This design comes from an exercise in tuning for small area, a short achievable clock period and few clock cycles per item on the open sky130 flow, not from production work. In this exercise RTL edits were held to simulation tests only and were not proved equivalent to the original.

Design mdc_top, start of the top module:
module mdc_top (
    input  logic                        clk,
    input  logic                        rst_n,
    input  logic                        in_valid,
    input  logic [15-1:0]      in_data,
    input  logic [9-1:0] in_mode,
    output logic                        out_valid,
    output logic [207-1:0]       out_data
);
Settings: LEC_CHECK=0, CAP_MARGIN=20, CORE_MARGIN=2, CORE_UTILIZATION=40, SLEW_MARGIN=20, SYNTH_HIERARCHICAL=1, SYNTH_MINIMUM_KEEP_SIZE=0; clock period 20.0 ns.
standard.sh (not shown) runs the stock make flow with config.mk's settings and CLKGATE_MAP_FILE= SYNTH_SCRIPT=/design/flow/synth_recipe.tcl, a recipe that flattens the netlist after the stock synthesis.
==> flow/flow/run.sh <==
#!/bin/bash
# Standard synthesis and layout, with two changes to how the layout is
# made: the ports get plain buffers (buf_2) instead of the delay-cell
# buffers buffer_ports picks by default, and the resizer's setup repair
# aims at a tighter slack than the clock period alone asks for. Each
# tool's full output goes to a log file in this folder (ORFS keeps its
# per-step logs under orfs/logs as well).
set -euo pipefail
MARGIN=$(cat flow/margin.txt)
bash standard.sh SETUP_SLACK_MARGIN="$MARGIN" \
    BUFFER_PORTS_ARGS="-buffer_cell sky130_fd_sc_hd__buf_2" finish > flow_make.log 2>&1
==> flow/flow/margin.txt <==
14
Testbench counts at the start, summed over its fixed seeds: cycles 42,002, matrices 2,400.
Next try:
--- a/flow/design.v
+++ b/flow/design.v
@@ -1715,21 +1715,22 @@
     mdc_input_decoder u_dec_data (.code(in_data), .data(elem));
     mdc_input_decoder u_dec_mode (
         .code ({mraw_q, {(15 - 9){1'b0}}}),
         .data (mode_fix)
     );
     assign mode_det3 = mode_fix[EW - 5 + 1];
     logic [EW-1:0] dn_q [0:7];
-    logic signed [EW-1:0] r0_q [0:2];
+    logic signed [EW-1:0] r0_q [0:3];
     always_ff @(posedge clk) begin
         dn_q[0] <= ~elem;
         for (int i = 1; i <= 7; i++) dn_q[i] <= dn_q[i-1];
         if (start)                   r0_q[0] <= elem;
         if (in_valid && t_q == 5'd1) r0_q[1] <= elem;
         if (in_valid && t_q == 5'd2) r0_q[2] <= elem;
+        if (in_valid && t_q == 5'd3) r0_q[3] <= elem;
     end
     logic [EW-1:0]        xan, yan, xbn, ybn;
     logic signed [MW-1:0] pb, pb_q;
     logic signed [MW-1:0] minor;
     assign xbn = c_mb ? dn_q[7] : dn_q[3];
     assign ybn = c_mb ? dn_q[1] : dn_q[0];
     assign xan = c_ma ? dn_q[6] : dn_q[5];
@@ -1775,17 +1776,17 @@
     end
     logic [EW-1:0] x0n_q, x1n_q;
     logic [MW-1:0] y0n_q, y1n_q;
     always_ff @(posedge clk) begin
         x0n_q <= n_x_dq_0 ? dn_q[0] :
                  ~(({EW{n_x_r0_0}} & r0_q[0]) | ({EW{n_x_r1_0}} & r0_q[1]) |
                    ({EW{n_x_r2_0}} & r0_q[2]) | ({EW{n_x_el_0}} & elem));
-        x1n_q <= (n_x_dq_1 ? dn_q[0] : '0) | (n_x_r3_1 ? dn_q[7] : '0) |
+        x1n_q <= n_x_dq_1 ? dn_q[0] :
                  ~(({EW{n_x_r1_1}} & r0_q[1]) | ({EW{n_x_r2_1}} & r0_q[2]) |
-                   ({EW{n_x_el_1}} & elem) | {EW{n_x_dq_1 | n_x_r3_1}});
+                   ({EW{n_x_r3_1}} & r0_q[3]) | ({EW{n_x_el_1}} & elem));
         if (!n_y_hd_0) begin
             y0n_q <= ~(({MW{n_y_mn_0}} & minor) | ({MW{n_y_m01_0}} & m01_q));
         end
         if (!n_y_hd_1) begin
             y1n_q <= ~(({MW{n_y_mn_1}} & minor) | ({MW{n_y_m12_1}} & m12_q));
         end
     end
- The changed run ran to the end with no violations
- final cell count came out lower by 2.1%
- clock-buffer cell count came out higher by 4
- via count came out lower by about 3.2%
- core utilization came out lower by 0.54 points
- global-route usage came out lower by 0.99 points
- synthesized area came out lower by 0.80%
- fmax came out higher by about 2.2%
Testbench counts after the change, summed over its fixed seeds: cycles 42,002, matrices 2,400.

========
mdc_top, a different RTL version from the one above (not shown whole).
Size in the first run: ~4000 cells after synthesis, ~240 I/O pins, about 45000 µm² of cells after synthesis.
Settings: LEC_CHECK=0, CAP_MARGIN=20, CORE_MARGIN=2, CORE_UTILIZATION=40, SLEW_MARGIN=20, SYNTH_HIERARCHICAL=1, SYNTH_MINIMUM_KEEP_SIZE=0; clock period 20.0 ns.
Scripts as last shown in full above: flow/flow/run.sh, flow/flow/margin.txt
The starting point finished with timing, DRC and antenna clean.
Testbench counts at the start, summed over its fixed seeds: cycles 42,002, matrices 2,400.
==> next run, changes <==
--- a/flow/design.v
+++ b/flow/design.v
@@ -1635,16 +1635,25 @@
     logic [4:0] t_q;
     logic [4:0] t_nx;
     logic       det3_q;
     logic       start;
     logic       mode_det3;
     assign start = in_valid && (t_q == 5'd0 || t_q >= 5'd16);
-    localparam int NOV = 16;
+    localparam int NOV = 4;
     logic [NOV-1:0] ov_q;
     logic           fin;
-    assign fin = det3_q ? (t_q == 5'd17) : (t_q == 5'd16);
+    logic [4:0]     t_p1, t_p2, t_p3;
+    logic           fin1, fin2, fin3;
+    logic           f1_q, f2_q, f2b_q, f3_q, f3b_q, f3c_q;
+    assign t_p1 = t_q + 5'd1;
+    assign t_p2 = t_q + 5'd2;
+    assign t_p3 = t_q + 5'd3;
+    assign fin  = det3_q ? (t_q  == 5'd17) : (t_q  == 5'd16);
+    assign fin1 = det3_q ? (t_p1 == 5'd17) : (t_p1 == 5'd16);
+    assign fin2 = det3_q ? (t_p2 == 5'd17) : (t_p2 == 5'd16);
+    assign fin3 = det3_q ? (t_p3 == 5'd17) : (t_p3 == 5'd16);
     always_comb begin
         t_nx = t_q;
         if (start) begin
             t_nx = 5'd1;
         end else if (t_q != 5'd0 && t_q < 5'd16) begin
             if (in_valid) t_nx = t_q + 5'd1;
@@ -1654,38 +1663,47 @@
     end
     always_ff @(posedge clk or negedge rst_n) begin
         if (!rst_n) begin
             t_q       <= 5'd0;
             out_valid <= 1'b0;
             ov_q      <= '0;
+            {f1_q, f2_q, f2b_q, f3_q, f3b_q, f3c_q} <= '0;
         end else begin
             t_q       <= t_nx;
             out_valid <= fin;
-            ov_q      <= {NOV{fin}};
+            f1_q      <= fin1;
+            f2_q      <= fin2;
+            f2b_q     <= f2_q;
+            f3_q      <= fin3;
+            f3b_q     <= f3_q;
+            f3c_q     <= f3b_q;
+            ov_q[0]   <= fin;
+            ov_q[1]   <= f1_q;
+            ov_q[2]   <= f2b_q;
+            ov_q[3]   <= f3c_q;
         end
     end
     logic [9-1:0] mraw_q;
     always_ff @(posedge clk) begin
         if (start) mraw_q <= in_mode;
         det3_q <= mode_det3;
     end
     logic [4:0] t_up;
     assign t_up = t_q + 5'd1;
     logic c_ma, c_mb, c_sh;
-    logic c_m01, c_m12, c_m23, c_n02, c_n13;
+    logic c_m01, c_m12, c_n02, c_n13;
     logic c0_zs3, c0_zs1, c0_ws3, c0_ws1;
     logic c1_zs2, c1_zs0, c1_ws2, c1_ws0;
     always_ff @(posedge clk) begin
             c_mb    <= det3_q && (t_up == 5'd12 || t_up == 5'd13);
             c_ma    <= det3_q && (t_up == 5'd13 || t_up == 5'd14);
             c_sh    <= !det3_q && (t_up == 5'd6  || t_up == 5'd7  || t_up == 5'd8  ||
                                    t_up == 5'd10 || t_up == 5'd11 || t_up == 5'd12 ||
                                    t_up == 5'd14 || t_up == 5'd15 || t_up == 5'd16);
             c_m01   <= det3_q && t_up == 5'd10;
             c_m12   <= det3_q && t_up == 5'd11;
-            c_m23   <= det3_q && t_up == 5'd12;
             c_n02   <= det3_q && t_up == 5'd13;
             c_n13   <= det3_q && t_up == 5'd14;
             c0_zs3  <= t_up == 5'd12 || t_up == 5'd16;
             c0_zs1  <= t_up == 5'd14 || t_up == 5'd15;
             c0_ws3  <= det3_q && (t_up == 5'd11 || t_up == 5'd12 || t_up == 5'd16);
             c0_ws1  <= det3_q && (t_up == 5'd13 || t_up == 5'd14 || t_up == 5'd15);
@@ -1721,17 +1739,16 @@
     assign yan = c_ma ? dn_q[4] : dn_q[0];
     mdc_mul     u_mul_b (.xn(xbn), .yn(ybn), .p(pb));
     mdc_mul_sub u_mul_a (.xn(xan), .yn(yan), .s(pb_q), .d(minor));
     always_ff @(posedge clk) begin
         pb_q <= pb;
     end
-    logic signed [MW-1:0] m01_q, m12_q, m23_q, n02_q, n13_q;
+    logic signed [MW-1:0] m01_q, m12_q, n02_q, n13_q;
     always_ff @(posedge clk) begin
         if (c_m01) m01_q <= minor;
         if (c_m12) m12_q <= minor;
-        if (c_m23) m23_q <= minor;
         if (c_n02) n02_q <= minor;
         if (c_n13) n13_q <= minor;
     end
     logic [207-1:0] res_q;
     logic signed [AW-1:0] slot [0:3];
     always_comb begin
@@ -1767,14 +1784,16 @@
         x0n_q <= ~(({EW{n_x_r0_0}} & r0_q[0]) | ({EW{n_x_r1_0}} & r0_q[1]) |
                    ({EW{n_x_r2_0}} & r0_q[2]) | ({EW{n_x_d0_0}} & elem));
         y0n_q <= ~(({MW{n_y_mn_0}} & minor) | ({MW{n_y_m01_0}} & m01_q) |
                    ({MW{n_y_m12_0}} & m12_q) | ({MW{n_y_n02_0}} & n02_q));
         x1n_q <= ~(({EW{n_x_r1_1}} & r0_q[1]) | ({EW{n_x_r2_1}} & r0_q[2]) |
                    ({EW{n_x_r3_1}} & r0_q[3]) | ({EW{n_x_d0_1}} & elem));
-        y1n_q <= ~(({MW{n_y_mn_1}} & minor) | ({MW{n_y_m12_1}} & m12_q) |
-                   ({MW{n_y_m23_1}} & m23_q) | ({MW{n_y_n13_1}} & n13_q));
+        if (!n_y_m23_1) begin
+            y1n_q <= ~(({MW{n_y_mn_1}} & minor) | ({MW{n_y_m12_1}} & m12_q) |
+                       ({MW{n_y_n13_1}} & n13_q));
+        end
     end
     logic signed [AW-1:0] z0, acc0;
     logic                 we0_s3, we0_s1;
     assign z0 = ({AW{c0_zs3}} & slot[3]) | ({AW{c0_zs1}} & slot[1]);
     assign we0_s3 = c0_ws3;
     assign we0_s1 = c0_ws1;
@@ -1802,10 +1821,10 @@
         end
     end
     logic [207-1:0] res_g;
     assign res_g = {det3_q ? 3'b000 : res_q[207-1 -: 3], res_q[207-4:0]};
     always_comb begin
         for (int b = 0; b < 207; b++) begin
-            out_data[b] = ov_q[b % NOV] & res_g[b];
+            out_data[b] = ov_q[b * NOV / 207] & res_g[b];
         end
     end
 endmodule
Effect: The new run finished with timing, DRC and antenna clean; non-clock buffer count went up by 17; setup slack improved by 22 ps; via count went up slightly; cell area went down slightly; utilization went down by 0.14 points; final cell count went up slightly; wire length went up by a few percent; synthesized area went down slightly; clock-buffer cell count went down by 7; global-route usage went up by 0.72 points; worst hold slack stays flat; flip-flop and latch count went down by 14.
Testbench counts after the change, summed over its fixed seeds: cycles 42,002, matrices 2,400.

## separate check: timing with driven ports
In the flow no input, the clock included, has a driving cell. The finished layouts below were timed again as built, in two steps.
Step 1 sets driving cells, clkbuf_16 on the clock port and buf_2 on the other inputs (assumed; they add their load-dependent delay and slew).
Step 2 moves the port delays by t, midway between the first and last clock arrival at a register: inputs arrive t later, outputs are due t later. That takes back most of the time a late clock gives input paths.
a / b / c = ideal ports / drivers / drivers and shift; a / b = the first two.
run | t, ns | setup WS [ns] | clock arrival spread, ns
the first run of note 1 | 0.708 | 14.009 / 13.946 / 13.362 | 0.055 / 0.054
the second run of note 1 | 0.714 | 14.138 / 14.082 / 13.489 | 0.034 / 0.035
the first run of note 2 | 0.748 | 14.062 / 14.000 / 13.324 | 0.065 / 0.064
the second run of note 2 | 0.718 | 14.085 / 14.019 / 13.549 | 0.027 / 0.027
After both steps setup and hold are still met in every run listed. The setup slack of the first run of note 2, which loses most, moves by -0.062 ns with the drivers and by -0.738 ns with both steps.
